From an optimization exercise on the open Yosys and OpenROAD flow, aimed at small area; shortcuts taken in it are not production practice. The RTL was checked by simulation tests, not by an equivalence proof against the original design. Power is estimated from default activity; no workload was simulated.

==> flow/flow/run.sh <==
#!/bin/bash
# Own layout flow: the standard flow (standard.sh, unchanged synthesis and
# steps) with two placement/CTS arguments changed:
#  - port buffers use the smallest buffer cell (every port still gets one)
#  - clock tree: small clock buffers, no dummy balancing loads
# Each tool's full output is kept in the ORFS logs under orfs/logs and the
# make output in flow_make.log.
set -euo pipefail
export BUFFER_PORTS_ARGS="-buffer_cell sky130_fd_sc_hd__buf_1"
export CTS_ARGS="-sink_clustering_enable -repair_clock_nets -dont_use_dummy_load -buf_list {sky130_fd_sc_hd__clkbuf_4}"
bash standard.sh > flow_make.log 2>&1
==> flow/config.mk <==
export PLATFORM = sky130hd
export DESIGN_NAME = mul_div_unit
export DESIGN_NICKNAME = mul_div_unit
export VERILOG_FILES = /design/flow/design.v
export SDC_FILE = /design/flow/constraint.sdc
export NUM_CORES = 4
export LEC_CHECK = 0
export CAP_MARGIN = 20
export CORE_MARGIN = 2
export CORE_UTILIZATION = 40
export SLEW_MARGIN = 20
==> flow/design.v <==
package mdu_pkg;
  typedef enum logic [2:0] {
    OP_MUL    = 3'b000,
    OP_MULH   = 3'b001,
    OP_MULHSU = 3'b010,
    OP_MULHU  = 3'b011,
    OP_DIV    = 3'b100,
    OP_DIVU   = 3'b101,
    OP_REM    = 3'b110,
    OP_REMU   = 3'b111
  } funct3_e;
  localparam logic [5:0] K_START = 6'd62;
endpackage
module mul_div_unit (
  input  logic        clk,
  input  logic        rst,
  input  logic        start,
  input  logic [2:0]  funct3,
  input  logic [31:0] operand_a,
  input  logic [31:0] operand_b,
  input  logic [4:0]  rd_in,
  input  logic        flush,
  output logic        busy,
  output logic        done,
  output logic [31:0] result,
  output logic [4:0]  rd_out
);
  logic [65:0] w_q;
  logic [32:0] b_q;
  logic [2:0]  op_q;
  logic [4:0]  rd_q;
  logic [2:0]  c_q;       
  logic [5:0]  k_q;       
  logic        dly_q;     
  logic        cy_q;      
  logic        sgn_q;     
  logic        negf_q;    
  logic        bneg_q;    
  logic        pb_q;      
  logic        yp_q;      
  logic        idl_q, act_q;
  logic c0, c2, c3, c5, lo;
  assign c0 = ~c_q[2] & ~c_q[0];
  assign c2 =  c_q[1] & ~c_q[0];
  assign c3 =  c_q[2] &  c_q[0];
  assign c5 = ~c_q[1] &  c_q[0];
  assign lo = ~c_q[0];                         
  logic p_pre, p_z, p_h1, p_main, p_post, p_f, p_g, p_hz, last_k;
  assign p_pre  =  k_q[5] &  k_q[4];
  assign p_z    =  p_pre & ~k_q[0];
  assign p_h1   =  p_pre &  k_q[0];
  assign p_main = ~k_q[5];
  assign p_post =  k_q[5] & ~k_q[4];
  assign p_f    =  p_post & ~k_q[1] & ~k_q[0];
  assign p_g    =  p_post & ~k_q[1] &  k_q[0];
  assign p_hz   =  p_post &  k_q[1];
  assign last_k =  p_main & (k_q[4:0] == 5'd31);
  logic is_mul, is_div, is_rem, mul_hi;
  assign is_mul = ~op_q[2];
  assign is_div = op_q[2] & ~op_q[1];
  assign is_rem = op_q[2] &  op_q[1];
  assign mul_hi = (op_q[1:0] != 2'b00);
  logic half, last_c;
  assign half   = (p_h1 & is_mul) | p_hz;
  assign last_c = half ? c2 : c5;
  logic accept;
  assign accept = start & ~flush & idl_q;
  logic        neg_comb, neg_g, g_eff;
  logic        xz, xinv, yen, ysub, cin, prop3, cin0, cin3;
  logic [10:0] xd, yd, sd;
  logic        cout;
  assign neg_comb = is_div ? ((negf_q ^ bneg_q) & w_q[31])
                  : is_rem ? negf_q : (negf_q ^ bneg_q);
  assign neg_g    = c0 ? neg_comb : negf_q;
  assign g_eff    = c0 ? w_q[65] : (c_q[1] ? w_q[43] : w_q[54]);
  always_comb begin
    xz   = 1'b0;
    xinv = 1'b0;
    yen  = 1'b0;
    ysub = bneg_q;
    cin0 = 1'b0;
    cin3 = 1'b0;
    if (p_z) begin
      xz   = ~lo;
      xinv = lo & negf_q;
      cin0 = negf_q;
    end else if (p_main) begin
      if (is_mul) begin
        yen  = lo & g_eff;
        ysub = bneg_q;
        cin0 = g_eff & bneg_q;
      end else begin
        yen  = ~lo;
        ysub = ~(sgn_q ^ bneg_q);
        cin3 = ~(sgn_q ^ bneg_q);
      end
    end else if (p_f) begin
      yen  = ~lo & sgn_q & ~is_mul;
      ysub = bneg_q;
      cin3 = sgn_q & bneg_q & ~is_mul;
    end else if (p_g) begin
      xinv = neg_g & (is_div ? lo : (is_rem ? ~lo : 1'b1));    
      cin0 = neg_g & ~is_rem;
      cin3 = neg_g & is_rem;
    end
  end
  assign prop3 = (p_main & is_mul) | (p_g & is_mul);
  assign cin   = c0 ? cin0 : ((c3 & ~prop3) ? cin3 : cy_q);
  assign xd    = xz ? 11'd0 : (w_q[10:0] ^ {11{~xinv}});
  assign yd    = yen ? (b_q[10:0] ^ {11{yp_q}}) : 11'd0;
  logic [11:0] cc;
  assign cc[0] = cin;
  for (genvar i = 0; i < 11; i++) begin : g_fa
    assign sd[i]   = xd[i] ^ yd[i] ^ cc[i];
    assign cc[i+1] = (xd[i] & yd[i]) | (xd[i] & cc[i]) | (yd[i] & cc[i]);
  end
  assign cout = cc[11];
  logic        lmode, bot;
  logic [10:0] wd;
  assign lmode = (p_z & ~is_mul)
               | (p_main & ~(~is_mul & last_k & ~lo))
               | (p_f & lo & ~is_mul)
               | (p_g & ~(is_mul & ~mul_hi));
  assign bot   = c0 ? (p_main & is_mul ? 1'b0 : ((p_main | p_f) ? ~dly_q : dly_q)) : dly_q;
  assign wd    = lmode ? {sd[9:0], bot} : sd;
  logic finish;
  assign finish = last_c & ((p_g & (is_rem | (is_mul & mul_hi))) | p_hz);
  always_ff @(posedge clk or posedge rst) begin
    if (rst) begin
      idl_q <= 1'b1;
      act_q <= 1'b0;
      done  <= 1'b0;
    end else if (flush) begin
      idl_q <= 1'b1;
      act_q <= 1'b0;
      done  <= 1'b0;
    end else begin
      idl_q <= idl_q ? ~accept : finish;
      act_q <= idl_q ?  accept : ~finish;
      done  <= finish & act_q;
    end
  end
  assign busy = act_q;
  logic bext_in, aneg_in;
  assign bext_in = operand_b[31] & (funct3[2] ? ~funct3[0] : (funct3[1:0] == 2'b01));
  assign aneg_in = operand_a[31] & (funct3[2] ? ~funct3[0] : (funct3[1] ^ funct3[0]));
  always_ff @(posedge clk) begin
    cy_q  <= cout;
    dly_q <= sd[10];
    w_q[32:22] <= ~(({11{act_q}} | operand_a[31:21]) & ({11{idl_q}} | w_q[43:33]));
    w_q[21:11] <= ~(({11{act_q}} | ~operand_a[20:10]) & ({11{idl_q}} | w_q[32:22]));
    w_q[10:0]  <= ~(({11{act_q}} | {operand_a[9:0], 1'b0}) & ({11{idl_q}} | w_q[21:11]));
    b_q        <= ~(({33{act_q}} | {bext_in, operand_b}) & ({33{idl_q}} | {b_q[10:0], b_q[32:11]}));
    pb_q       <= ~pb_q | idl_q;
    yp_q       <= ysub ^ (~pb_q | idl_q);
    if (idl_q) begin
      op_q   <= funct3;
      rd_q   <= rd_in;
      negf_q <= aneg_in;
      bneg_q <= bext_in;
      c_q    <= 3'd0;
      k_q    <= mdu_pkg::K_START;
    end else begin
      c_q <= (half & c2) ? 3'd0 : {~c_q[0], c_q[2], c_q[1]};
      if (last_c) k_q <= k_q + 6'd1;
      if (p_g & c0) negf_q <= neg_comb;
    end
    w_q[65:33] <= {wd, w_q[65:44]};
    if ((p_z | p_main) & c5) sgn_q <= sd[10];
  end
  assign result = w_q[65:34];
  assign rd_out = rd_q;
endmodule
==> flow/standard.sh <==
#!/bin/bash
# synth_recipe.tcl (not shown) runs the flow's synth.tcl, then flattens the netlist and writes it again
# the make line also repeats each setting of config.mk as NAME=value (left out here)
make -C /OpenROAD-flow-scripts/flow DESIGN_CONFIG=/design/flow/config.mk WORK_HOME=/design/flow/orfs CLKGATE_MAP_FILE= SYNTH_SCRIPT=/design/flow/synth_recipe.tcl "${@:-finish}"
==> flow/constraint.sdc <==
create_clock -name core_clock -period 10.0 [get_ports {clk}]
set_input_delay 2.0000 -clock core_clock [delete_from_list [all_inputs] [get_ports {clk}]]
set_output_delay 2.0000 -clock core_clock [all_outputs]
set_load 0.01 [all_outputs]
==> run_results.csv, run 1 <==
group,metric,value,unit
finish,finalInstanceArea,5320,µm²
place,gp_congestion,0.844,
logic_synthesis,synth_top_area_cell,"dfxtp_1",
finish,finalNetCount,608,
setup_path,crit_path_end_kind,"flop",
timing,min_period,6820,ps
clock_network,htree_levels,4,
power_and_ir_drop,leakagePower,2.06,nW
logic_synthesis,synthTopCellsByCount,"dfxtp_1, o22ai_1, buf_4, inv_1, nor2_1",
logic_synthesis,synth-edff-count,11,
finish,syn_to_final_growth,7.53,%
logic_synthesis,syn_avg_cell_area,11.1,µm²
global_routing,grt_pass1_wl,15600,µm
global_routing,grt_max_degree,84,
flow_run,maxCapViolCount,0,
setup_path,regToRegSetupSlack,3180,ps
logic_synthesis,synth.cell_area,4950,µm²
timing,fin_worst_skew,42.8,ps
timing,max_freq,147,MHz
clock_network,cts_tree,"done",
power_and_ir_drop,power_density,191,nW/µm²
timing,hold_viol_final,0,
place,dpl_worst_slack,3210,ps
setup_path,critPathKind,"flop to flop",
clock_network,cts_hold_buf,0,
timing,setup_slack,3180,ps
clock_network,clk_pin_slew_worst_paths,90,ps
clock_network,cts_buffer_depth,2,
place,port_buffers,114,
logic_synthesis,synth_cell_types,60,
place,dp_hpwl,7170,µm
logic_synthesis,ys_ff_latch,126,
timing,worst_slew_pin_slew,827,ps
logic_synthesis,yosysWarnings,1,
floorplan,dieHeight,115,µm
logic_synthesis,async_reset_ff_frac,0.0238,
power_and_ir_drop,clockPowerShare,0.222,
timing,slew_viol_final,0,
timing,fin_tns_setup,0,ps
setup_path,start_kind,"flop",
clock_network,clk_latency,510,ps
hold_path,hold_class,"flop to flop",
power_and_ir_drop,p_total,1.02,mW
route,ant_nets,0,
logic_synthesis,seq_area_frac_synth,0.535,
route,first_pass_iters,4,
floorplan,die_x,115,µm
logic_synthesis,syn_nets,537,
clock_network,clkSinkCount,126,
floorplan,dieArea,13300,µm²
timing,setup_viol,0,
clock_network,cts_setup_buffers,0,
power_and_ir_drop,ir_drop,0.0000968,V
global_routing,grt_antenna_before_repair,1,
timing,rsz0062_at_grt,"no",
setup_path,critPathMaxFanout,18,
setup_path,ff2ff_path_depth,19,
power_and_ir_drop,switchingPower,280,µW
global_routing,grtUsageTotal,0.157,
timing,slew_headroom,0.442,
clock_network,cts_buffers,17,
logic_synthesis,netlist_instances,446,
route,wl_per_cell,14.7,µm
floorplan,start_util,0.410,
route,vias,3329,
power_and_ir_drop,pwr-share-seq,0.617,
timing,period_share,0.682,
logic_synthesis,synth_flop_cell,"dfxtp_1",
logic_synthesis,synth_most_common_cell,"dfxtp_1",
run_status,status,"complete, no violations",
power_and_ir_drop,switching_share,0.275,
clock_network,cts-root-buf,"clkbuf_4",
floorplan,boundaryPins,115,
power_and_ir_drop,p_comb_frac,0.161,
route,via_per_inst,4.87,
place,post_dp_cell_area,5190,µm²
setup_path,critPathArrivalTime,7250,ps
logic_synthesis,synthTopCellsByArea,"dfxtp_1, o22ai_1, edfxtp_1",
floorplan,rows,40,
route,drc,0,
power_and_ir_drop,p_int,736,µW
logic_synthesis,synth_top_area_frac,0.453,
hold_path,min_path_cells,0,
global_routing,grt_pass1_vias,3145,
route,drt-total-wl,10100,µm
finish,drive_above_1_share,0.0816,
global_routing,grt-ovfl-total,0,
clock_network,post_cts_resized,0,
setup_path,timing.critical_path.required,10430,ps
route,first_iter_violations,150,
floorplan,core,12100,µm²
==> worst max-delay path: stages (launching register included) <==
cell	delay [ps]
edfxtp_1	730
nand2_1	290
o2111ai_1	160
o211ai_2	180
a21oi_2	440
mux2_4	240
fa_1	190
fa_1	170
inv_1	50
fa_1	450
fa_1	470
fa_1	460
fa_1	460
fa_1	460
fa_1	460
fa_1	460
fa_1	420
inv_1	80
fa_1	420
o21ai_0	150
==> logic make-up (layout without fill, tap and decap cells) <==
group	Yosys count	after routing	synth area share
mux	25	25	0.0559
fa+ha+maj	15	15	0.0546
xor+xnor	14	14	0.0248
flops	126	126	0.535
other cells	0	1	0
buf+inv	89	158	0.102
compound gates	111	111	0.154
simple gates	66	66	0.0731
==> power groups by stage <==
stage	clock network [mW]	registers [mW]	logic [mW]
6_report	0.225	0.627	0.164
2_1_floorplan	0	0.621	0.165
4_1_cts	0.240	0.628	0.167
3_5_place_dp	0	0.639	0.166
5_1_grt	0.261	0.636	0.183
3_3_place_gp	0	0.638	0.165
==> layout by cell type, fill, tap and decap left out, types with 3 or more instances in the layout <==
cell,netlist,layout
fa_1,11,11
clkbuf_4,0,17
dfxtp_1,112,112
a31oi_1,4,4
o21ai_0,5,5
nand3_1,3,3
edfxtp_1,11,11
nand2b_1,9,9
buf_1,3,114
o22ai_1,65,65
nor2b_1,4,4
a21oi_1,9,9
mux2_4,3,3
mux2_2,9,9
nand2_1,9,9
inv_1,25,25
nor2_1,21,21
xor2_1,3,3
and3_1,4,4
xnor2_1,11,11
ha_1,4,4
mux2i_1,13,13
o211ai_1,3,3
==> final timing paths <==
kind,from,endpoint
worst max-delay path,op_q[2],w_q[65]
worst min register to register,w_q[57],w_q[46]
max in group asynchronous,rst,idl_q
worst max register to register,op_q[2],w_q[65]
worst min-delay path,w_q[57],w_q[46]
min in group asynchronous,rst,done
==> registers in the layout, summed over array words and instances (netlist names), 3 cells and up <==
signal  flops
w_q        66
b_q        33
k_q         6
rd_q        5
c_q         3
op_q        3
==> layer usage <==
metal	track usage	up-vias	share of wire
li1	-	1679	-
met1	0.206	1546	0.49
met2	0.233	97	0.43
met3	0.0617	7	0.064
met4	0.0602	0	0.012
met5	0	-	0
==> metrics by stage <==
step | util | hold WS [ps] | cells
2_1_floorplan | - | 332 | 446
3_3_place_gp | 0.430 | 332 | 666
3_5_place_dp | 0.430 | 341 | 666
4_1_cts | 0.441 | 327 | 683
5_1_grt | 0.441 | 321 | 684
6_report | 0.441 | 327 | 684
==> layout make-up <==
cell class / count / area [µm²]
Timing Repair Buffer: 116 / 443
Antenna cell: 1 / 2.50
Tap cell: 168 / 210
Multi-Input combinational cell: 231 / 1790
Inverter: 25 / 93.8
Clock buffer: 17 / 128
Sequential cell: 126 / 2650
Fill cell: 1205 / 6740
==> run 2: changes to the inputs <==
--- a/flow/flow/run.sh
+++ b/flow/flow/run.sh
@@ -7,5 +7,5 @@
 # make output in flow_make.log.
 set -euo pipefail
 export BUFFER_PORTS_ARGS="-buffer_cell sky130_fd_sc_hd__buf_1"
-export CTS_ARGS="-sink_clustering_enable -repair_clock_nets -dont_use_dummy_load -buf_list {sky130_fd_sc_hd__clkbuf_4}"
+export CTS_ARGS="-sink_clustering_enable -repair_clock_nets -dont_use_dummy_load -sink_buffer_max_cap_derate 1.0 -buf_list {sky130_fd_sc_hd__clkbuf_4}"
 bash standard.sh > flow_make.log 2>&1
==> run_results.csv, run 2 <==
group,metric,value,unit
run_status,status,"complete, no violations",
route,via_per_inst,4.87,
setup_path,regToRegStartpoint,"op_q[2]",
power_and_ir_drop,ir_drop,0.0000968,V
flow_run,maxCapViolCount,0,
hold_path,min_path_cells,0,
power_and_ir_drop,leakagePower,2.06,nW
timing,fin_worst_skew,42.8,ps
place,dp_cells,666,
clock_network,cts_tree,"done",
timing,fin_tns_setup,0,ps
route,first_iter_violations,150,
floorplan,dieArea,13300,µm²
finish,instances_no_fill,684,
clock_network,clkSinkCount,126,
logic_synthesis,netlist_instances,446,
hold_path,min_from,"w_q[57]",
floorplan,die_x,115,µm
logic_synthesis,synth_top_area_frac,0.453,
floorplan,rows,40,
route,drt-total-wl,10100,µm
logic_synthesis,async_reset_ff_frac,0.0238,
global_routing,grt-ovfl-total,0,
global_routing,grt_max_degree,84,
route,drc,0,
power_and_ir_drop,p_comb_frac,0.161,
finish,largest-register,"w_q",
finish,final_common_cell,"buf_1",
logic_synthesis,synth_most_common_cell,"dfxtp_1",
clock_network,cts_hold_buf,0,
place,dp_hpwl,7170,µm
setup_path,crit_chain,"nand2_1 -> o2111ai_1 -> o211ai_2 -> a21oi_2 -> mux2_4 -> fa_1 -> fa_1 -> inv_1 -> fa_1 -> fa_1 -> fa_1 -> fa_1 -> fa_1 -> fa_1 -> fa_1 -> fa_1 -> inv_1 -> fa_1 -> o21ai_0",
finish,top_regs,"w_q (66), b_q (33), k_q (6)",
power_and_ir_drop,switching_share,0.275,
global_routing,grt_pass1_wl,15600,µm
setup_path,timing.critical_path.required,10430,ps
logic_synthesis,syn_nets,537,
clock_network,htree_levels,4,
setup_path,max_stage_delay,730,ps
timing,holdWs,327,ps
logic_synthesis,synthTopCellsByArea,"dfxtp_1, o22ai_1, edfxtp_1",
setup_path,ff2ff_path_depth,19,
logic_synthesis,synth_top_area_cell,"dfxtp_1",
floorplan,start_util,0.410,
setup_path,critPathArrivalTime,7250,ps
floorplan,core,12100,µm²
power_and_ir_drop,power_density,191,nW/µm²
floorplan,dieHeight,115,µm
place,gp_congestion,0.844,
logic_synthesis,synth.cell_area,4950,µm²
route,first_pass_iters,4,
power_and_ir_drop,p_int,736,µW
logic_synthesis,synth_cell_types,60,
route,vias,3329,
logic_synthesis,ys_ff_latch,126,
setup_path,path_common_cell,"fa_1",
timing,period_share,0.682,
finish,syn_to_final_growth,7.53,%
clock_network,cts_buffer_depth,2,
clock_network,clk_pin_slew_worst_paths,90,ps
power_and_ir_drop,p_total,1.02,mW
finish,multiInputGateArea,1790,µm²
logic_synthesis,seq_area_frac_synth,0.535,
power_and_ir_drop,switchingPower,280,µW
timing,hold_viol_final,0,
clock_network,cts_buffers,17,
timing,worst_slew_pin_slew,827,ps
clock_network,post_cts_resized,0,
finish,fillCellCount,1205,
finish,final_cell_mix,"buf_1, dfxtp_1, o22ai_1",
logic_synthesis,synth-edff-count,11,
route,wl_per_cell,14.7,µm
floorplan,boundaryPins,115,
finish,drive_above_1_share,0.0816,
global_routing,grt_pass1_vias,3145,
setup_path,critPathKind,"flop to flop",
finish,finalInstanceArea,5320,µm²
setup_path,cp-startpoint,"op_q[2]",
logic_synthesis,synthTopCellsByCount,"dfxtp_1, o22ai_1, buf_4, inv_1, nor2_1",
place,port_buffers,114,
timing,min_period,6820,ps
logic_synthesis,syn_avg_cell_area,11.1,µm²
global_routing,grtUsageTotal,0.157,
finish,seq_area,2650,µm²
clock_network,clk_latency,510,ps
power_and_ir_drop,pwr-share-seq,0.617,
hold_path,hold_class,"flop to flop",
timing,rsz0062_at_grt,"no",
clock_network,cts_setup_buffers,0,
finish,finalNetCount,608,
timing,max_freq,147,MHz
place,post_dp_cell_area,5190,µm²
timing,slew_viol_final,0,
global_routing,grt_antenna_before_repair,1,
setup_path,critPathMaxFanout,18,
setup_path,start_kind,"flop",
clock_network,cts-root-buf,"clkbuf_4",
setup_path,slowest_stage,"edfxtp_1",
timing,slew_headroom,0.442,
logic_synthesis,yosysWarnings,1,
logic_synthesis,synth_flop_cell,"dfxtp_1",
finish,largest_reg_flops,66,
power_and_ir_drop,clockPowerShare,0.222,
timing,setup_viol,0,
route,ant_nets,0,
setup_path,crit_path_end_kind,"flop",
[run 2: stage by stage]
stage | worst slack [ps] | util
detailed placement | 3210 | 0.430
global route | 2810 | 0.441
global placement | 3350 | 0.430
finish | 3180 | 0.441
CTS | 3180 | 0.441
floorplan | 3850 | -
[run 2: power by group through the flow]
stage	Sequential [mW]	Clock, mW	Combinational (mW)
final	0.627	0.225	0.164
after detailed placement	0.639	0	0.166
after floorplan	0.621	0	0.165
after global routing	0.636	0.261	0.183
after CTS	0.628	0.240	0.167
after global placement	0.638	0	0.165
[run 2: final timing paths]
kind,slack [ps],to
min in group asynchronous,1320,done
max,3180,w_q[65]
min,330,w_q[46]
max reg2reg,3180,w_q[65]
min reg2reg,330,w_q[46]
max in group asynchronous,8470,idl_q
[run 2: cell type report]
class                   count  share of cell area
flip-flops and latches    126               0.498
repair buffers            116              0.0832
clock buffers              17              0.0240
diodes                      1            0.000470
inverters                  25              0.0176
multi-input cells         231               0.337
well taps                 168              0.0395
[run 2: kinds of logic (layout without fill, tap and decap cells)]
kind of cell / Yosys count / count (layout) / synth area share
muxes: 25 / 25 / 0.0559
AOI/OAI and AO/OA: 111 / 111 / 0.154
and+or+nand+nor: 66 / 66 / 0.0731
buffers and inverters: 89 / 158 / 0.102
other: 0 / 1 / 0
adders and majority gates: 15 / 15 / 0.0546
xor gates and xnor gates: 14 / 14 / 0.0248
DFF: 126 / 126 / 0.535
[run 2: routing by layer]
metal  track usage  share of wire
met1         0.206           0.49
met2         0.233           0.43
met3        0.0617          0.064
met4        0.0602          0.012
met5             0              0
[run 2: critical path, delay by kind of cell (launching register included)]
family | cells | cell delay (ps)
AO/OA/AOI/OAI | 4 | 930
adder cells (fa/ha/maj) | 11 | 4420
buffers and inverters | 2 | 130
flip-flops | 1 | 730
multiplexers | 1 | 240
AND/OR/NAND/NOR | 1 | 290
==> run 3: changes to the inputs <==
--- a/flow/flow/run.sh
+++ b/flow/flow/run.sh
@@ -7,5 +7,5 @@
 # make output in flow_make.log.
 set -euo pipefail
 export BUFFER_PORTS_ARGS="-buffer_cell sky130_fd_sc_hd__buf_1"
-export CTS_ARGS="-sink_clustering_enable -repair_clock_nets -dont_use_dummy_load -sink_buffer_max_cap_derate 1.0 -buf_list {sky130_fd_sc_hd__clkbuf_4}"
+export CTS_ARGS="-sink_clustering_enable -repair_clock_nets -dont_use_dummy_load -sink_buffer_max_cap_derate 1.0 -buf_list {sky130_fd_sc_hd__clkbuf_8}"
 bash standard.sh > flow_make.log 2>&1
==> run_results.csv, run 3 <==
group,metric,value,unit
finish,final_common_cell,"buf_1",
setup_path,max_stage_delay,710,ps
power_and_ir_drop,power_density,203,nW/µm²
clock_network,clkSinkCount,126,
timing,fin_tns_setup,0,ps
timing,slew_headroom,0.440,
power_and_ir_drop,leakagePower,2.11,nW
clock_network,cts_setup_buffers,0,
timing,worst_slew_pin_slew,829,ps
finish,largest-register,"w_q",
route,via_per_inst,4.86,
place,dp_hpwl,7170,µm
logic_synthesis,synth_flop_cell,"dfxtp_1",
logic_synthesis,syn_nets,537,
route,drt-total-wl,10100,µm
clock_network,cts-root-buf,"clkbuf_8",
logic_synthesis,ys_ff_latch,126,
setup_path,crit_path_end_kind,"flop",
timing,slew_viol_final,0,
route,first_pass_iters,4,
setup_path,crit_chain,"nand2_1 -> o2111ai_1 -> o211ai_2 -> a21oi_2 -> mux2_4 -> fa_1 -> fa_1 -> inv_1 -> fa_1 -> fa_1 -> fa_1 -> fa_1 -> fa_1 -> fa_1 -> fa_1 -> fa_1 -> inv_1 -> fa_1 -> o21ai_0",
timing,fin_worst_skew,28.4,ps
logic_synthesis,synth_top_area_cell,"dfxtp_1",
clock_network,cts_buffer_depth,2,
logic_synthesis,syn_avg_cell_area,11.1,µm²
finish,fillCellCount,1191,
run_status,status,"complete, no violations",
finish,top_regs,"w_q (66), b_q (33), k_q (6)",
clock_network,clk_latency,430,ps
global_routing,grt_pass1_wl,15700,µm
logic_synthesis,synth_top_area_frac,0.453,
logic_synthesis,synth_most_common_cell,"dfxtp_1",
power_and_ir_drop,ir_drop,0.0000978,V
global_routing,grt-ovfl-total,0,
logic_synthesis,seq_area_frac_synth,0.535,
finish,drive_above_1_share,0.0816,
clock_network,clk_pin_slew_worst_paths,60,ps
route,vias,3322,
setup_path,path_common_cell,"fa_1",
floorplan,boundaryPins,115,
logic_synthesis,yosysWarnings,1,
floorplan,rows,40,
route,ant_nets,0,
clock_network,post_cts_resized,0,
place,dp_cells,666,
floorplan,dieArea,13300,µm²
global_routing,grt_pass1_vias,3154,
route,wl_per_cell,14.9,µm
floorplan,core,12100,µm²
floorplan,dieHeight,115,µm
finish,diodes,0,
logic_synthesis,netlist_instances,446,
setup_path,critPathArrivalTime,7160,ps
timing,max_freq,147,MHz
global_routing,grtUsageTotal,0.158,
place,gp_congestion,0.844,
logic_synthesis,async_reset_ff_frac,0.0238,
timing,setup_viol,0,
floorplan,die_x,115,µm
logic_synthesis,synth.cell_area,4950,µm²
global_routing,grt_max_degree,84,
logic_synthesis,synthTopCellsByArea,"dfxtp_1, o22ai_1, edfxtp_1",
finish,finalInstanceArea,5430,µm²
clock_network,cts_hold_buf,0,
hold_path,hold_class,"flop to flop",
setup_path,start_kind,"flop",
setup_path,critPathMaxFanout,18,
finish,syn_to_final_growth,9.63,%
place,post_dp_cell_area,5190,µm²
clock_network,cts_tree,"done",
route,first_iter_violations,180,
timing,hold_viol_final,0,
timing,min_period,6800,ps
logic_synthesis,synth-edff-count,11,
flow_run,maxCapViolCount,0,
setup_path,timing.critical_path.required,10350,ps
clock_network,htree_levels,4,
finish,largest_reg_flops,66,
floorplan,start_util,0.410,
timing,period_share,0.680,
finish,final_cell_mix,"buf_1, dfxtp_1, o22ai_1",
place,port_buffers,114,
finish,instances_no_fill,683,
timing,rsz0062_at_grt,"no",
setup_path,critPathKind,"flop to flop",
finish,finalNetCount,608,
global_routing,grt_antenna_before_repair,0,
logic_synthesis,synthTopCellsByCount,"dfxtp_1, o22ai_1, buf_4, inv_1, nor2_1",
logic_synthesis,synth_cell_types,60,
route,drc,0,
clock_network,cts_buffers,17,
setup_path,slowest_stage,"edfxtp_1",
timing,holdWs,334,ps
run 3: through the flow:
step | total power, mW | worst slack (ps) | util
3_3_place_gp | 0.802 | 3350 | 0.430
4_1_cts | 1.12 | 3180 | 0.450
3_5_place_dp | 0.805 | 3210 | 0.430
5_1_grt | 1.17 | 2810 | 0.450
6_report | 1.10 | 3200 | 0.450
2_1_floorplan | 0.786 | 3850 | -
run 3: metal layers:
layer | GRT usage | vias up | wire length (µm)
li1 | - | 1672 | -
met1 | 0.204 | 1538 | 4930
met2 | 0.237 | 106 | 4450
met3 | 0.0659 | 6 | 670
met4 | 0.0602 | 0 | 97
met5 | 0 | - | 0
run 3: cell type report:
cell class,instances,area (µm²),share of cell area
sequential,126,2650,0.488
multi-input combinational,231,1790,0.331
timing repair buffer,116,443,0.0816
clock buffer,17,234,0.0431
tap,168,210,0.0387
inverter,25,93.8,0.0173
run 3: worst paths after layout:
kind,cells past startpoint,to,from,slack (ps)
worst max-delay path,19,w_q[65],op_q[2],3200
worst min-delay path,0,w_q[46],w_q[57],330
worst max register to register,19,w_q[65],op_q[2],3200
worst min register to register,0,w_q[46],w_q[57],330
max in group asynchronous,2,idl_q,rst,8380
min in group asynchronous,2,done,rst,1400
run 3: where the power goes:
part | internal (mW) | switching, mW | total, mW
Sequential | 0.585 | 0.0432 | 0.628
Combinational | 0.0749 | 0.0889 | 0.164
Clock | 0.149 | 0.161 | 0.310
run 3: kinds of logic (layout without fill, tap and decap cells):
group,after synthesis,count (layout),synth area share
and+or+nand+nor,66,66,0.0731
AOI/OAI and AO/OA,111,111,0.154
DFF,126,126,0.535
adders and majority gates,15,15,0.0546
buffers and inverters,89,158,0.102
xor gates and xnor gates,14,14,0.0248
muxes,25,25,0.0559
run 3: worst max-delay path: cells and delay by family, from the launching register on:
family	cells	cell delay (ps)
adders and majority gates	11	4420
AOI/OAI and AO/OA	4	930
muxes	1	240
buffers and inverters	2	130
DFF	1	710
and+or+nand+nor	1	280
==> run 4: changes to the inputs <==
==> flow/run.sh (new file) <==
#!/bin/bash
# synth_recipe.tcl (not shown) runs the flow's synth.tcl, then flattens the netlist and writes it again
# the make line also repeats each setting of config.mk as NAME=value (left out here)
make -C /OpenROAD-flow-scripts/flow DESIGN_CONFIG=/design/flow/config.mk WORK_HOME=/design/flow/orfs CLKGATE_MAP_FILE= SYNTH_SCRIPT=/design/flow/synth_recipe.tcl finish
--- a/flow/config.mk
+++ b/flow/config.mk
@@ -8,4 +8,5 @@
 export CAP_MARGIN = 20
 export CORE_MARGIN = 2
 export CORE_UTILIZATION = 40
+export CTS_BUF_LIST = sky130_fd_sc_hd__clkbuf_4 sky130_fd_sc_hd__clkbuf_8
 export SLEW_MARGIN = 20
removed: flow/flow/run.sh
removed: flow/standard.sh
==> run_results.csv, run 4 <==
group,metric,value,unit
timing,holdWs,350,ps
floorplan,core,12100,µm²
route,drc,0,
setup_path,start_kind,"flop",
global_routing,grt_antenna_before_repair,0,
finish,fillCellCount,1104,
logic_synthesis,seq_area_frac_synth,0.535,
timing,worst_slew_pin_slew,941,ps
setup_path,timing.critical_path.required,10360,ps
power_and_ir_drop,switching_share,0.270,
finish,multiInputGateArea,1790,µm²
setup_path,regToRegStartpoint,"op_q[2]",
power_and_ir_drop,switchingPower,336,µW
timing,hold_viol_final,0,
setup_path,crit_buf_inv,2,
global_routing,grt_max_degree,92,
timing,max_freq,149,MHz
setup_path,crit_path_end_kind,"flop",
power_and_ir_drop,p_comb_frac,0.183,
finish,final_cell_mix,"clkdlybuf4s50_1, dfxtp_1, o22ai_1",
logic_synthesis,async_reset_ff_frac,0.0238,
finish,finalInstanceArea,6260,µm²
run_status,status,"complete, no violations",
floorplan,die_x,115,µm
route,drt-total-wl,10600,µm
logic_synthesis,synthTopCellsByCount,"dfxtp_1, o22ai_1, buf_4, inv_1, nor2_1",
hold_path,hold_class,"flop to flop",
logic_synthesis,synth-edff-count,11,
timing,fin_worst_skew,8.29,ps
global_routing,grt-ovfl-total,0,
place,post_dp_cell_area,5900,µm²
place,gp_congestion,0.813,
place,port_buffers,114,
hold_path,min_path_cells,0,
power_and_ir_drop,pwr-share-seq,0.503,
clock_network,clkSinkCount,126,
route,ant_nets,0,
finish,drive_above_1_share,0.108,
power_and_ir_drop,power_density,199,nW/µm²
floorplan,dieHeight,115,µm
floorplan,boundaryPins,115,
timing,min_period,6700,ps
clock_network,cts_buffer_depth,2,
setup_path,regToRegSetupSlack,3300,ps
setup_path,slowest_stage,"edfxtp_1",
setup_path,max_stage_delay,700,ps
setup_path,rr_endpoint,"w_q[65]",
flow_run,maxCapViolCount,0,
finish,final_common_cell,"clkdlybuf4s50_1",
power_and_ir_drop,p_int,910,µW
logic_synthesis,synth_most_common_cell,"dfxtp_1",
clock_network,cts-root-buf,"clkbuf_8",
floorplan,rows,40,
logic_synthesis,synth_cell_types,60,
setup_path,crit_family,"adder cells",
logic_synthesis,syn_nets,537,
power_and_ir_drop,ir_drop,0.0000792,V
timing,fin_tns_setup,0,ps
logic_synthesis,synth_top_area_frac,0.453,
setup_path,crit_chain,"nand2_1 -> o2111ai_1 -> o211ai_2 -> a21oi_2 -> mux2_4 -> fa_1 -> fa_1 -> inv_1 -> fa_1 -> fa_1 -> fa_1 -> fa_1 -> fa_1 -> fa_1 -> fa_1 -> fa_1 -> inv_1 -> fa_1 -> o21ai_0",
place,dp_cells,666,
route,first_iter_violations,154,
finish,diodes,0,
power_and_ir_drop,clockPowerShare,0.314,
finish,top_regs,"w_q (66), b_q (33), k_q (6)",
clock_network,cts_tree,"done",
clock_network,cts_buffers,17,
timing,setup_viol,0,
timing,slew_headroom,0.372,
global_routing,grt_pass1_vias,3400,
route,vias,3377,
logic_synthesis,synth.cell_area,4950,µm²
setup_path,critPathMaxFanout,18,
place,dp_hpwl,7370,µm
finish,syn_to_final_growth,26.5,%
clock_network,post_cts_resized,0,
global_routing,grtUsageTotal,0.170,
floorplan,dieArea,13300,µm²
logic_synthesis,synth_flop_cell,"dfxtp_1",
finish,finalNetCount,608,
setup_path,ff2ff_path_depth,19,
hold_path,min_to,"w_q[39]",
route,first_pass_iters,4,
setup_path,path_common_cell,"fa_1",
finish,seq_area,2650,µm²
clock_network,htree_levels,4,
logic_synthesis,ys_ff_latch,126,
clock_network,clk_latency,440,ps
global_routing,grt_pass1_wl,17200,µm
clock_network,clk_pin_slew_worst_paths,80,ps
clock_network,cts_setup_buffers,0,
finish,instances_no_fill,698,
timing,rsz0062_at_grt,"no",
floorplan,start_util,0.410,
logic_synthesis,synthTopCellsByArea,"dfxtp_1, o22ai_1, edfxtp_1",
route,via_per_inst,4.84,
logic_synthesis,yosysWarnings,1,
logic_synthesis,syn_avg_cell_area,11.1,µm²
timing,period_share,0.670,
setup_path,critPathKind,"flop to flop",
power_and_ir_drop,leakagePower,2.48,nW
finish,largest-register,"w_q",
finish,largest_reg_flops,66,
logic_synthesis,synth_top_area_cell,"dfxtp_1",
setup_path,critPathArrivalTime,7060,ps
route,wl_per_cell,15.2,µm
timing,slew_viol_final,0,
clock_network,cts_hold_buf,0,
logic_synthesis,netlist_instances,446,
hold_path,min_from,"w_q[50]",
-- run 4: changes by cell type in the layout (fill, tap and decap cells not counted), moves of 2 or more --
cell             before  now
buf_1               114    0
clkbuf_8             17   19
clkdlybuf4s50_1       0  114
clkinv_2              0    2
clkinv_4              0    3
clkinvlp_4            0    3
inv_4                 0    3
-- run 4: final cells by class --
| type | instances | share of cell area |
|---|---|---|
| Clock inverter | 12 | 0.0138 |
| Sequential cell | 126 | 0.423 |
| Clock buffer | 20 | 0.0430 |
| Timing Repair Buffer | 116 | 0.185 |
| Tap cell | 168 | 0.0336 |
| Multi-Input combinational cell | 231 | 0.287 |
| Inverter | 25 | 0.0150 |
-- run 4: cells by family after synthesis --
group | Yosys count | synth area share
flops | 126 | 0.535
compound gates | 111 | 0.154
buf+inv | 89 | 0.102
simple gates | 66 | 0.0731
mux | 25 | 0.0559
fa+ha+maj | 15 | 0.0546
xor+xnor | 14 | 0.0248
-- run 4: routing by layer --
layer  global-route usage  wire length (µm)  vias up
met1                0.221              5060     1566
met5                    0                 0        -
li1                     -                 -     1692
met3               0.0638               719       11
met4               0.0699               175        0
met2                0.255              4630      108
-- run 4: worst max-delay path by stage --
stage          endpoint  slack, ps  depth (start not counted)    start
4_1_cts         w_q[65]       3260                         19   k_q[5]
6_report        w_q[65]       3300                         19  op_q[2]
5_1_grt         w_q[65]       2900                         18   c_q[0]
2_1_floorplan   w_q[65]       3850                         20  op_q[2]
3_3_place_gp    w_q[65]       3360                         19  op_q[2]
3_5_place_dp    w_q[65]       3260                         19   k_q[5]
-- run 4: worst reg2reg max path, cell delays in order, from the launching register on --
cell	delay (ps)
edfxtp_1	700
nand2_1	260
o2111ai_1	150
o211ai_2	180
a21oi_2	420
mux2_4	240
fa_1	190
fa_1	170
inv_1	50
fa_1	440
fa_1	460
fa_1	460
fa_1	460
fa_1	460
fa_1	460
fa_1	460
fa_1	420
inv_1	80
fa_1	420
o21ai_0	160
-- run 4: power groups by stage --
stage	clock, mW	sequential, mW	combinational, mW
final	0.391	0.627	0.228
after global routing	0.428	0.636	0.250
after CTS	0.404	0.628	0.231
after detailed placement	0	0.639	0.231
after global placement	0	0.637	0.229
after floorplan	0	0.621	0.165
-- run 4: through the flow --
stage	power [mW]	utilization	setup slack (ps)
3_5_place_dp	0.869	0.490	3260
3_3_place_gp	0.867	0.490	3360
2_1_floorplan	0.786	-	3850
4_1_cts	1.26	0.519	3260
6_report	1.25	0.519	3300
5_1_grt	1.31	0.519	2900
==> run 5: changes to the inputs <==
--- a/flow/design.v
+++ b/flow/design.v
@@ -27,7 +27,8 @@
 );
   logic [65:0] w_q;
   logic [32:0] b_q;
-  logic [2:0]  op_q;
+  logic        m_q;       
+  logic        t_q;       
   logic [4:0]  rd_q;
   logic [2:0]  c_q;       
   logic [5:0]  k_q;       
@@ -56,10 +57,10 @@
   assign p_hz   =  p_post &  k_q[1];
   assign last_k =  p_main & (k_q[4:0] == 5'd31);
   logic is_mul, is_div, is_rem, mul_hi;
-  assign is_mul = ~op_q[2];
-  assign is_div = op_q[2] & ~op_q[1];
-  assign is_rem = op_q[2] &  op_q[1];
-  assign mul_hi = (op_q[1:0] != 2'b00);
+  assign is_mul = m_q;
+  assign is_div = ~m_q & ~t_q;
+  assign is_rem = ~m_q &  t_q;
+  assign mul_hi =  m_q &  t_q;
   logic half, last_c;
   assign half   = (p_h1 & is_mul) | p_hz;
   assign last_c = half ? c2 : c5;
@@ -82,7 +83,7 @@
     cin3 = 1'b0;
     if (p_z) begin
       xz   = ~lo;
-      xinv = lo & negf_q;
+      xinv = lo & (negf_q ^ (c_q[2] & ~c_q[1]));
       cin0 = negf_q;
     end else if (p_main) begin
       if (is_mul) begin
@@ -120,11 +121,11 @@
   assign lmode = (p_z & ~is_mul)
                | (p_main & ~(~is_mul & last_k & ~lo))
                | (p_f & lo & ~is_mul)
-               | (p_g & ~(is_mul & ~mul_hi));
+               | (p_g & ~(m_q & ~t_q));
   assign bot   = c0 ? (p_main & is_mul ? 1'b0 : ((p_main | p_f) ? ~dly_q : dly_q)) : dly_q;
   assign wd    = lmode ? {sd[9:0], bot} : sd;
   logic finish;
-  assign finish = last_c & ((p_g & (is_rem | (is_mul & mul_hi))) | p_hz);
+  assign finish = last_c & ((p_g & t_q) | p_hz);    
   always_ff @(posedge clk or posedge rst) begin
     if (rst) begin
       idl_q <= 1'b1;
@@ -148,13 +149,14 @@
     cy_q  <= cout;
     dly_q <= sd[10];
     w_q[32:22] <= ~(({11{act_q}} | operand_a[31:21]) & ({11{idl_q}} | w_q[43:33]));
-    w_q[21:11] <= ~(({11{act_q}} | ~operand_a[20:10]) & ({11{idl_q}} | w_q[32:22]));
+    w_q[21:11] <= ~(({11{act_q}} | operand_a[20:10]) & ({11{idl_q}} | w_q[32:22]));
     w_q[10:0]  <= ~(({11{act_q}} | {operand_a[9:0], 1'b0}) & ({11{idl_q}} | w_q[21:11]));
     b_q        <= ~(({33{act_q}} | {bext_in, operand_b}) & ({33{idl_q}} | {b_q[10:0], b_q[32:11]}));
     pb_q       <= ~pb_q | idl_q;
     yp_q       <= ysub ^ (~pb_q | idl_q);
     if (idl_q) begin
-      op_q   <= funct3;
+      m_q    <= ~funct3[2];
+      t_q    <= funct3[2] ? funct3[1] : (funct3[1] | funct3[0]);
       rd_q   <= rd_in;
       negf_q <= aneg_in;
       bneg_q <= bext_in;
==> flow/flow/run.sh (new file) <==
#!/bin/bash
# Own layout flow: the standard flow (standard.sh, unchanged synthesis and
# steps) with two placement/CTS arguments changed:
#  - port buffers use the smallest buffer cell (every port still gets one)
#  - clock tree: small clock buffers, no dummy balancing loads
# Each tool's full output is kept in the ORFS logs under orfs/logs and the
# make output in flow_make.log.
set -euo pipefail
export BUFFER_PORTS_ARGS="-buffer_cell sky130_fd_sc_hd__buf_1"
export CTS_ARGS="-sink_clustering_enable -repair_clock_nets -dont_use_dummy_load -buf_list {sky130_fd_sc_hd__clkbuf_4}"
bash standard.sh > flow_make.log 2>&1
==> flow/standard.sh (new file) <==
#!/bin/bash
# synth_recipe.tcl (not shown) runs the flow's synth.tcl, then flattens the netlist and writes it again
# the make line also repeats each setting of config.mk as NAME=value (left out here)
make -C /OpenROAD-flow-scripts/flow DESIGN_CONFIG=/design/flow/config.mk WORK_HOME=/design/flow/orfs CLKGATE_MAP_FILE= SYNTH_SCRIPT=/design/flow/synth_recipe.tcl "${@:-finish}"
--- a/flow/config.mk
+++ b/flow/config.mk
@@ -8,5 +8,4 @@
 export CAP_MARGIN = 20
 export CORE_MARGIN = 2
 export CORE_UTILIZATION = 40
-export CTS_BUF_LIST = sky130_fd_sc_hd__clkbuf_4 sky130_fd_sc_hd__clkbuf_8
 export SLEW_MARGIN = 20
removed: flow/run.sh
==> run_results.csv, run 5 <==
group,metric,value,unit
run_status,status,"complete, no violations",
clock_network,cts_buffers,17,
setup_path,critPathMaxFanout,22,
timing,max_freq,143,MHz
power_and_ir_drop,clockPowerShare,0.216,
setup_path,cp.depth,19,
place,gp_congestion,0.795,
route,via_per_inst,4.96,
logic_synthesis,ys_ff_latch,125,
timing,fin_worst_skew,26.7,ps
finish,top_regs,"w_q (66), b_q (33), k_q (6)",
logic_synthesis,netlist_instances,462,
clock_network,cts_tree,"done",
timing,setup_viol,0,
hold_path,min_path_cells,0,
finish,syn_to_final_growth,7.30,%
place,dp_hpwl,7130,µm
floorplan,dieArea,13300,µm²
global_routing,grt_pass1_vias,3220,
logic_synthesis,synth-edff-count,10,
power_and_ir_drop,p_comb_frac,0.176,
timing,rsz0062_at_grt,"no",
timing,setup_slack,3020,ps
finish,instances_no_fill,699,
route,ant_nets,0,
timing,fin_tns_setup,0,ps
route,drt-total-wl,9940,µm
route,first_pass_iters,6,
global_routing,grt-ovfl-total,0,
power_and_ir_drop,leakagePower,1.99,nW
logic_synthesis,synth_flop_cell,"dfxtp_1",
finish,largest_reg_flops,66,
finish,final_common_cell,"buf_1",
logic_synthesis,synth_top_area_cell,"dfxtp_1",
clock_network,clk_latency,490,ps
timing,slew_viol_final,0,
route,vias,3464,
power_and_ir_drop,p_total,1.03,mW
global_routing,grt_max_degree,90,
setup_path,crit_path_end_kind,"flop",
setup_path,slowest_stage,"o41ai_4",
clock_network,clkSinkCount,125,
logic_synthesis,synthTopCellsByCount,"dfxtp_1, o22ai_1, buf_4, nor2_1",
power_and_ir_drop,power_density,192,nW/µm²
setup_path,critPathKind,"flop to flop",
setup_path,crit_family,"adder cells",
setup_path,start_kind,"flop",
route,wl_per_cell,14.2,µm
logic_synthesis,synth_most_common_cell,"dfxtp_1",
clock_network,cts_hold_buf,0,
floorplan,die_x,115,µm
clock_network,htree_levels,4,
logic_synthesis,synth.cell_area,4970,µm²
global_routing,grtUsageTotal,0.154,
finish,drive_above_1_share,0.0679,
timing,worst_slew_pin_slew,904,ps
timing,min_period,6980,ps
logic_synthesis,syn_avg_cell_area,10.8,µm²
finish,largest-register,"w_q",
finish,seq_area,2620,µm²
logic_synthesis,async_reset_ff_frac,0.0240,
place,port_buffers,114,
place,dp_cells,681,
logic_synthesis,seq_area_frac_synth,0.527,
setup_path,ff2ff_path_depth,19,
global_routing,grt_antenna_before_repair,1,
clock_network,post_cts_resized,0,
logic_synthesis,synth_top_area_frac,0.451,
finish,final_cell_mix,"buf_1, dfxtp_1, o22ai_1",
power_and_ir_drop,switchingPower,287,µW
logic_synthesis,yosysWarnings,1,
setup_path,crit_buf_inv,3,
timing,hold_viol_final,0,
setup_path,crit_chain,"and4bb_1 -> nand3_1 -> o41ai_4 -> nor3_1 -> o21ai_1 -> fa_1 -> fa_1 -> inv_1 -> fa_1 -> fa_1 -> fa_1 -> fa_1 -> fa_1 -> fa_1 -> fa_1 -> fa_1 -> inv_1 -> fa_1 -> inv_1",
setup_path,path_common_cell,"fa_1",
setup_path,critPathArrivalTime,7330,ps
logic_synthesis,synth_cell_types,57,
floorplan,start_util,0.412,
global_routing,grt_pass1_wl,15600,µm
clock_network,cts_setup_buffers,0,
flow_run,maxCapViolCount,0,
floorplan,boundaryPins,115,
finish,fillCellCount,1221,
timing,period_share,0.698,
logic_synthesis,synthTopCellsByArea,"dfxtp_1, o22ai_1, edfxtp_1",
setup_path,timing.critical_path.required,10350,ps
floorplan,rows,40,
power_and_ir_drop,p_int,739,µW
clock_network,clk_pin_slew_worst_paths,100,ps
hold_path,hold_class,"flop to flop",
timing,slew_headroom,0.398,
finish,multiInputGateArea,1880,µm²
floorplan,core,12100,µm²
route,drc,0,
floorplan,dieHeight,115,µm
clock_network,cts_buffer_depth,2,
route,first_iter_violations,164,
power_and_ir_drop,switching_share,0.280,
clock_network,cts-root-buf,"clkbuf_4",
place,dpl_worst_slack,3020,ps
logic_synthesis,syn_nets,554,
finish,finalNetCount,624,
power_and_ir_drop,ir_drop,0.000114,V
power_and_ir_drop,pwr-share-seq,0.609,
setup_path,max_stage_delay,720,ps
## run 5: changes by cell type in the layout (fill, tap and decap cells not counted), moves of 5 or more
cell             change
a21oi_1              +7
buf_1              +114
clkbuf_4            +16
clkbuf_8            -19
clkdlybuf4s50_1    -114
inv_1               -13
mux2_2               -5
mux2i_1              -8
nor3_1               +7
o21a_1               +6
o21ai_0              +8
o21ai_1              +5
or3_1                +8
## run 5: logic make-up (layout without fill, tap and decap cells)
family	Yosys count	after routing	synth area share
multiplexers	12	12	0.0282
XOR/XNOR	13	13	0.0229
AND/OR/NAND/NOR	89	89	0.0992
buffers and inverters	77	145	0.0939
AO/OA/AOI/OAI	130	130	0.172
flip-flops	125	125	0.527
other	0	1	0
adder cells (fa/ha/maj)	16	16	0.0569
## run 5: power groups by stage
| stage | clock (mW) | sequential (mW) | combinational [mW] |
|---|---|---|---|
| final | 0.221 | 0.624 | 0.180 |
| after global routing | 0.252 | 0.633 | 0.200 |
| after detailed placement | 0 | 0.637 | 0.181 |
| after CTS | 0.233 | 0.625 | 0.182 |
| after floorplan | 0 | 0.620 | 0.175 |
| after global placement | 0 | 0.634 | 0.179 |
## run 5: worst paths after layout
path | startpoint | end | slack, ps
setup / recovery | k_q[5] | sgn_q | 3020
hold / removal | w_q[44] | w_q[33] | 340
setup reg to reg | k_q[5] | sgn_q | 3020
hold reg to reg | w_q[44] | w_q[33] | 340
max in group asynchronous | rst | idl_q | 8450
min in group asynchronous | rst | done | 1340
## run 5: final cells by class
cell class / count / share of cell area
flip-flops and latches: 125 / 0.491
multi-input cells: 260 / 0.353
repair buffers: 116 / 0.0831
well taps: 168 / 0.0394
clock buffers: 17 / 0.0239
inverters: 12 / 0.00845
diodes: 1 / 0.000469
## run 5: worst reg2reg max path, stage by stage, from the launching register on
cell,delay [ps]
dfxtp_1,700
and4bb_1,380
nand3_1,150
o41ai_4,720
nor3_1,100
o21ai_1,180
fa_1,220
fa_1,180
inv_1,50
fa_1,440
fa_1,460
fa_1,460
fa_1,460
fa_1,460
fa_1,460
fa_1,460
fa_1,420
inv_1,70
fa_1,430
inv_1,80
## run 5: through the flow
step	hold WS (ps)	cell area, µm²	util
after floorplan	332	4970	-
after global placement	331	5200	0.431
after detailed placement	335	5200	0.431
after CTS	342	5330	0.442
after global routing	351	5330	0.442
final	344	5330	0.442
## run 5: layer usage
metal | vias up | GRT usage | routed length [µm] | share of wire
met5 | - | 0 | 0 | 0
met4 | 0 | 0.0578 | 177 | 0.018
met3 | 14 | 0.0539 | 599 | 0.060
met2 | 110 | 0.223 | 4270 | 0.43
met1 | 1588 | 0.211 | 4900 | 0.49
li1 | 1752 | - | - | -
==> run 6: changes to the inputs <==
--- a/flow/design.v
+++ b/flow/design.v
@@ -46,6 +46,7 @@
   assign c3 =  c_q[2] &  c_q[0];
   assign c5 = ~c_q[1] &  c_q[0];
   assign lo = ~c_q[0];                         
+  assign sgn_q = ~c_q[0] ? ~w_q[44] : (c_q[2] ? ~w_q[33] : (c_q[1] ? w_q[22] : ~w_q[11]));
   logic p_pre, p_z, p_h1, p_main, p_post, p_f, p_g, p_hz, last_k;
   assign p_pre  =  k_q[5] &  k_q[4];
   assign p_z    =  p_pre & ~k_q[0];
@@ -168,7 +169,6 @@
       if (p_g & c0) negf_q <= neg_comb;
     end
     w_q[65:33] <= {wd, w_q[65:44]};
-    if ((p_z | p_main) & c5) sgn_q <= sd[10];
   end
   assign result = w_q[65:34];
   assign rd_out = rd_q;
--- a/flow/config.mk
+++ b/flow/config.mk
@@ -5,6 +5,7 @@
 export SDC_FILE = /design/flow/constraint.sdc
 export NUM_CORES = 4
 export LEC_CHECK = 0
+export ABC_AREA = 1
 export CAP_MARGIN = 20
 export CORE_MARGIN = 2
 export CORE_UTILIZATION = 40
==> run_results.csv, run 6 <==
group,metric,value,unit
hold_path,min_from,"w_q[53]",
clock_network,cts_tree,"done",
logic_synthesis,synthTopCellsByCount,"dfxtp_1, nand2_1, o22ai_1, nor2_1, inv_1",
floorplan,start_util,0.409,
logic_synthesis,syn_avg_cell_area,9.48,µm²
run_status,status,"complete, no violations",
place,dp_cells,724,
clock_network,htree_levels,4,
logic_synthesis,synth_most_common_cell,"dfxtp_1",
place,dp_hpwl,7890,µm
global_routing,grt_pass1_wl,16900,µm
floorplan,boundaryPins,115,
timing,fin_worst_skew,31.3,ps
setup_path,ff2ff_path_depth,23,
setup_path,regToRegStartpoint,"m_q",
logic_synthesis,synth_flop_cell,"dfxtp_1",
finish,instances_no_fill,741,
setup_path,cp-startpoint,"m_q",
route,ant_nets,0,
finish,largest-register,"w_q",
clock_network,cts_buffers,17,
logic_synthesis,yosysWarnings,1,
setup_path,critPathKind,"flop to flop",
floorplan,dieArea,13100,µm²
timing,hold_viol_final,0,
logic_synthesis,netlist_instances,516,
timing,holdWs,353,ps
floorplan,rows,40,
route,drc,0,
route,wl_per_cell,14.2,µm
setup_path,critPathArrivalTime,6860,ps
clock_network,cts_hold_buf,0,
timing,period_share,0.642,
timing,rsz0062_at_grt,"no",
setup_path,crit_end,"w_q[65]",
clock_network,cts_setup_buffers,0,
place,port_buffers,114,
clock_network,post_cts_resized,0,
finish,multiInputGateArea,1780,µm²
clock_network,clk_pin_slew_worst_paths,80,ps
clock_network,cts_buffer_depth,2,
timing,worst_slew_pin_slew,810,ps
logic_synthesis,ys_ff_latch,124,
clock_network,clk_latency,520,ps
timing,min_period,6420,ps
global_routing,grtUsageTotal,0.168,
finish,syn_to_final_growth,7.98,%
power_and_ir_drop,ir_drop,0.000125,V
setup_path,timing.critical_path.required,10440,ps
finish,finalInstanceArea,5280,µm²
setup_path,start_kind,"flop",
finish,drive_above_1_share,0.0707,
global_routing,grt_max_degree,81,
timing,setup_viol,0,
setup_path,crit_path_end_kind,"flop",
place,post_dp_cell_area,5150,µm²
floorplan,die_x,115,µm
finish,largest_reg_flops,66,
timing,slew_headroom,0.460,
power_and_ir_drop,power_density,200,nW/µm²
finish,final_common_cell,"buf_1",
route,first_iter_violations,182,
finish,finalNetCount,688,
route,vias,3654,
finish,final_cell_mix,"buf_1, dfxtp_1, nand2_1",
hold_path,hold_class,"flop to flop",
place,gp_congestion,0.894,
logic_synthesis,seq_area_frac_synth,0.529,
clock_network,cts-root-buf,"clkbuf_4",
route,via_per_inst,4.93,
floorplan,dieHeight,115,µm
logic_synthesis,synthTopCellsByArea,"dfxtp_1, o22ai_1, buf_4",
setup_path,regToRegSetupSlack,3580,ps
setup_path,critPathMaxFanout,14,
logic_synthesis,synth-edff-count,9,
global_routing,grt_antenna_before_repair,0,
logic_synthesis,syn_nets,608,
power_and_ir_drop,leakagePower,2.21,nW
timing,slew_viol_final,0,
timing,fin_tns_setup,0,ps
finish,top_regs,"w_q (66), b_q (33), k_q (6)",
flow_run,maxCapViolCount,0,
logic_synthesis,async_reset_ff_frac,0.0242,
timing,max_freq,156,MHz
finish,seq_area,2590,µm²
logic_synthesis,synth.cell_area,4890,µm²
route,first_pass_iters,4,
clock_network,clkSinkCount,124,
logic_synthesis,synth_top_area_frac,0.459,
finish,diodes,0,
floorplan,core,12000,µm²
finish,fillCellCount,1226,
global_routing,grt-ovfl-total,0,
route,drt-total-wl,10500,µm
logic_synthesis,synth_top_area_cell,"dfxtp_1",
setup_path,rr_endpoint,"w_q[65]",
global_routing,grt_pass1_vias,3398,
logic_synthesis,synth_cell_types,38,
## run 6: cell count changes in the layout (fill, tap and decap cells not counted), sizes merged, moves of 8 or more
cell / delta
or3: -8
nand2: +62
nor2: +19
nand3: +29
nor2b: -8
inv: +29
## run 6: cell type report
| cell class | count | share of cell area |
|---|---|---|
| repair buffers | 116 | 0.0839 |
| multi-input cells | 296 | 0.337 |
| flip-flops and latches | 124 | 0.491 |
| well taps | 147 | 0.0348 |
| inverters | 41 | 0.0291 |
| clock buffers | 17 | 0.0242 |
## run 6: logic make-up (layout without fill, tap and decap cells)
kind of cell	after synthesis	count (layout)	share of synthesized area
and+or+nand+nor	158	158	0.147
DFF	124	124	0.529
AOI/OAI and AO/OA	108	108	0.135
buffers and inverters	96	174	0.106
adders and majority gates	16	16	0.0578
xor gates and xnor gates	14	14	0.0251
## run 6: worst max-delay path, cell delays in order, from the launching register on
cell and delay [ps]:
edfxtp_1 490, inv_2 190, nand2_2 90, nand2_1 80, nand2_1 70, nand2_2 80
nand3_2 230, nand2_2 250, nand2_1 80, nand3_1 80, fa_1 200, fa_1 180
inv_1 60, fa_1 450, fa_1 470, fa_1 460, fa_1 460, fa_1 460
fa_1 460, fa_1 460, fa_1 420, inv_1 70, fa_1 440, o21ai_2 140
## run 6: report_power, final
| group | switching [mW] | internal (mW) |
|---|---|---|
| Sequential | 0.0471 | 0.582 |
| Clock | 0.146 | 0.0775 |
| Combinational | 0.125 | 0.0790 |
## run 6: worst min path at each step
| stage | depth (start not counted) | slack (ps) | endpoint |
|---|---|---|---|
| floorplan | 0 | 330 | w_q[34] |
| global placement | 0 | 330 | w_q[40] |
| global route | 0 | 340 | w_q[34] |
| detailed placement | 0 | 330 | w_q[38] |
| CTS | 0 | 350 | w_q[42] |
| finish | 0 | 350 | w_q[42] |
## run 6: routing by layer
metal / vias up / part of all wire / track usage
met5: - / 0 / 0
met4: 0 / 0.013 / 0.0553
met3: 14 / 0.075 / 0.0641
met2: 115 / 0.41 / 0.234
met1: 1645 / 0.50 / 0.239
li1: 1880 / - / -
## run 6: metrics by stage
step,worst slack (ps),power [mW],utilization
after floorplan,3930,0.818,-
after global placement,3680,0.843,0.431
after detailed placement,3560,0.846,0.431
after CTS,3550,1.07,0.441
after global routing,3130,1.13,0.441
final,3580,1.06,0.441
==> run 7: changes to the inputs <==
--- a/flow/flow/run.sh
+++ b/flow/flow/run.sh
@@ -6,6 +6,7 @@
 # Each tool's full output is kept in the ORFS logs under orfs/logs and the
 # make output in flow_make.log.
 set -euo pipefail
+export RECOVER_POWER=100
 export BUFFER_PORTS_ARGS="-buffer_cell sky130_fd_sc_hd__buf_1"
 export CTS_ARGS="-sink_clustering_enable -repair_clock_nets -dont_use_dummy_load -buf_list {sky130_fd_sc_hd__clkbuf_4}"
 bash standard.sh > flow_make.log 2>&1
--- a/flow/config.mk
+++ b/flow/config.mk
@@ -5,7 +5,6 @@
 export SDC_FILE = /design/flow/constraint.sdc
 export NUM_CORES = 4
 export LEC_CHECK = 0
-export ABC_AREA = 1
 export CAP_MARGIN = 20
 export CORE_MARGIN = 2
 export CORE_UTILIZATION = 40
==> run_results.csv, run 7 <==
group,metric,value,unit
run_status,status,"complete, but fails checks",
run_status,violations,"max-capacitance violations, max-slew violations",
timing,slew_viol_final,135,
route,routed.top_layer,"met4",
clock_network,cts_tree,"done",
setup_path,critPathMaxFanout,11,
setup_path,crit_path_end_kind,"flop",
timing,setup_viol,0,
setup_path,crit_buf_inv,3,
logic_synthesis,syn_nets,539,
logic_synthesis,synth_flop_cell,"dfxtp_1",
finish,fillCellCount,1207,
timing,max_freq,138,MHz
route,via_per_inst,4.99,
finish,multiInputGateArea,1860,µm²
logic_synthesis,syn_avg_cell_area,11.0,µm²
setup_path,critPathKind,"flop to flop",
clock_network,cts_setup_buffers,0,
route,first_iter_violations,203,
setup_path,critPathArrivalTime,7670,ps
setup_path,path_common_cell,"fa_1",
place,dp_cells,651,
power_and_ir_drop,switching_share,0.284,
logic_synthesis,synth-edff-count,9,
power_and_ir_drop,p_comb_frac,0.180,
timing,fin_worst_skew,37.9,ps
logic_synthesis,synthTopCellsByArea,"dfxtp_1, o22ai_1, edfxtp_1",
route,drc,0,
setup_path,crit_chain,"and3b_1 -> nand2b_1 -> or3b_2 -> nand3_1 -> mux2i_1 -> fa_1 -> fa_1 -> inv_1 -> fa_1 -> fa_1 -> fa_1 -> fa_1 -> fa_1 -> fa_1 -> fa_1 -> fa_1 -> inv_1 -> fa_1 -> inv_1 -> mux2_2",
logic_synthesis,synth_top_area_frac,0.458,
timing,fin_tns_setup,0,ps
timing,slew_headroom,-0.920,
route,wl_per_cell,15.3,µm
logic_synthesis,synthTopCellsByCount,"dfxtp_1, o22ai_1, buf_4, nor2_1, nand2_1",
route,first_pass_iters,4,
logic_synthesis,ys_ff_latch,124,
global_routing,grt_max_degree,69,
logic_synthesis,synth.cell_area,4900,µm²
clock_network,cts_buffer_depth,2,
route,drt-total-wl,10200,µm
logic_synthesis,synth_top_area_cell,"dfxtp_1",
floorplan,die_x,115,µm
global_routing,grt_pass1_wl,16700,µm
finish,top_regs,"w_q (66), b_q (33), k_q (6)",
finish,final_common_cell,"buf_1",
logic_synthesis,synth_most_common_cell,"dfxtp_1",
power_and_ir_drop,pwr-share-seq,0.606,
logic_synthesis,seq_area_frac_synth,0.529,
floorplan,start_util,0.409,
route,vias,3340,
timing,worst_slew_pin_slew,2880,ps
clock_network,clk_latency,500,ps
power_and_ir_drop,p_int,747,µW
setup_path,max_stage_delay,580,ps
clock_network,clk_pin_slew_worst_paths,100,ps
finish,syn_to_final_growth,7.28,%
logic_synthesis,async_reset_ff_frac,0.0242,
route,dr_wl_met3,778,µm
clock_network,post_cts_resized,0,
clock_network,clkSinkCount,124,
finish,largest_reg_flops,66,
clock_network,cts_hold_buf,0,
floorplan,dieArea,13100,µm²
hold_path,hold_class,"flop to flop",
clock_network,cts-root-buf,"clkbuf_4",
logic_synthesis,yosysWarnings,1,
route,ant_nets,0,
floorplan,core,12000,µm²
floorplan,boundaryPins,115,
timing,hold_viol_final,0,
setup_path,slowest_stage,"nand3_1",
finish,seq_area,2590,µm²
clock_network,htree_levels,4,
power_and_ir_drop,switchingPower,296,µW
setup_path,timing.critical_path.required,10440,ps
place,dp_hpwl,7440,µm
global_routing,grtUsageTotal,0.168,
power_and_ir_drop,power_density,199,nW/µm²
setup_path,crit_family,"adder cells",
power_and_ir_drop,clockPowerShare,0.214,
finish,drive_above_1_share,0.0672,
route,met1_length,5000,µm
timing,rsz0062_at_grt,"no",
power_and_ir_drop,leakagePower,2.06,nW
place,gp_congestion,0.817,
route,dr_wl_met2,4360,µm
timing,min_period,7230,ps
floorplan,rows,40,
setup_path,start_kind,"flop",
timing,period_share,0.723,
global_routing,grt_pass1_vias,3372,
finish,largest-register,"w_q",
logic_synthesis,netlist_instances,447,
global_routing,grt_antenna_before_repair,1,
place,port_buffers,114,
power_and_ir_drop,p_total,1.04,mW
finish,instances_no_fill,669,
flow_run,maxCapViolCount,2,
finish,finalNetCount,615,
clock_network,cts_buffers,17,
global_routing,grt-ovfl-total,0,
power_and_ir_drop,ir_drop,0.0000862,V
floorplan,dieHeight,115,µm
finish,final_cell_mix,"buf_1, dfxtp_1, o22ai_1",
logic_synthesis,synth_cell_types,56,
==> run 7: cell count changes after synthesis, sizes merged, moves of 4 or more <==
cell and delta:
a21oi -8, mux2i +11, nor2 -10, nand3 -30, a211o +4, nand2 -56
clkbuf +7, nand2b +11, inv -27, mux2 +16, and3 +5, o21ai -10
==> run 7: per-layer routing <==
metal	global-route usage	vias to the layer above
met5	0	-
li1	-	1685
met1	0.230	1532
met3	0.0619	5
met4	0.0561	0
met2	0.244	118
==> run 7: kinds of logic after synthesis <==
kind of cell | synth area share
adder cells (fa/ha/maj) | 0.0577
multiplexers | 0.0700
XOR/XNOR | 0.0268
buffers and inverters | 0.0861
flip-flops | 0.529
AO/OA/AOI/OAI | 0.136
AND/OR/NAND/NOR | 0.0945
==> run 7: worst paths after layout <==
check                         from       to  slack, ps  cells past startpoint
setup / recovery            k_q[5]  w_q[65]       2770                     20
hold / removal             w_q[61]  w_q[50]        330                      0
setup reg to reg            k_q[5]  w_q[65]       2770                     20
hold reg to reg            w_q[61]  w_q[50]        330                      0
max in group asynchronous      rst    idl_q       8450                      2
min in group asynchronous      rst     done       1340                      2
==> run 7: worst register-to-register path, delay by kind of cell, from the launching register on <==
kind,cells,cell delay (ps)
AND/OR/NAND/NOR,4,1410
adder cells (fa/ha/maj),11,4560
multiplexers,2,470
flip-flops,1,540
buffers and inverters,3,210
==> run 7: area by class of cell <==
type	count	area share
clock buffers	17	0.0243
repair buffers	116	0.0829
well taps	147	0.0350
diodes	1	0.000476
inverters	14	0.0100
multi-input cells	250	0.354
flip-flops and latches	124	0.493
==> run 7: through the flow <==
| step | instance area (µm²) | hold slack, ps | utilization | setup WS [ps] |
|---|---|---|---|---|
| 2_1_floorplan | 4900 | 332 | - | 3590 |
| 3_3_place_gp | 5160 | 332 | 0.431 | 3290 |
| 3_5_place_dp | 5160 | 337 | 0.431 | 3070 |
| 4_1_cts | 5280 | 341 | 0.442 | 3040 |
| 5_1_grt | 5250 | 329 | 0.439 | 2360 |
| 6_report | 5250 | 333 | 0.439 | 2770 |
==> run 7: power by group through the flow <==
stage	Combinational [mW]	Sequential [mW]	Clock, mW
after CTS	0.195	0.633	0.236
after detailed placement	0.195	0.644	0
after floorplan	0.194	0.623	0
after global placement	0.192	0.642	0
after global routing	0.211	0.642	0.259
final	0.187	0.632	0.224

## re-timing with driven ports
No port has a modelled driver above. Below, the same layouts with a new extraction and two added sets of constraints.
Step 1 sets driving cells, clkbuf_16 on the clock port and buf_2 on the other inputs (assumed; they add their load-dependent delay and slew).
Step 2 also shifts input and output timing later by t, the mid clock arrival at the registers, as if the neighbouring blocks saw the same clock.
a / b / c = ideal / step 1 / step 2; a / b = the first two.
| run | shift t [ns] | setup WS [ns] | clock arrival spread, ns | worst register clock-pin slew, ns | worst slew at a driven data input, ns |
|---|---|---|---|---|---|
| run 1 | 0.519 | 3.180 / 3.180 / 3.180 | 0.044 / 0.044 | 0.11 / 0.11 | 0.05 |
| run 2 | 0.519 | 3.180 / 3.180 / 3.180 | 0.044 / 0.044 | 0.11 / 0.11 | 0.05 |
| run 3 | 0.448 | 3.196 / 3.196 / 3.196 | 0.031 / 0.030 | 0.07 / 0.07 | 0.05 |
| run 4 | 0.462 | 3.300 / 3.300 / 3.300 | 0.010 / 0.010 | 0.08 / 0.08 | 0.05 |
| run 5 | 0.511 | 3.016 / 3.016 / 3.016 | 0.027 / 0.026 | 0.10 / 0.10 | 0.04 |
| run 6 | 0.536 | 3.577 / 3.577 / 3.577 | 0.047 / 0.047 | 0.12 / 0.12 | 0.05 |
| run 7 | 0.517 | 2.767 / 2.767 / 2.767 | 0.039 / 0.038 | 0.10 / 0.10 | 0.05 |
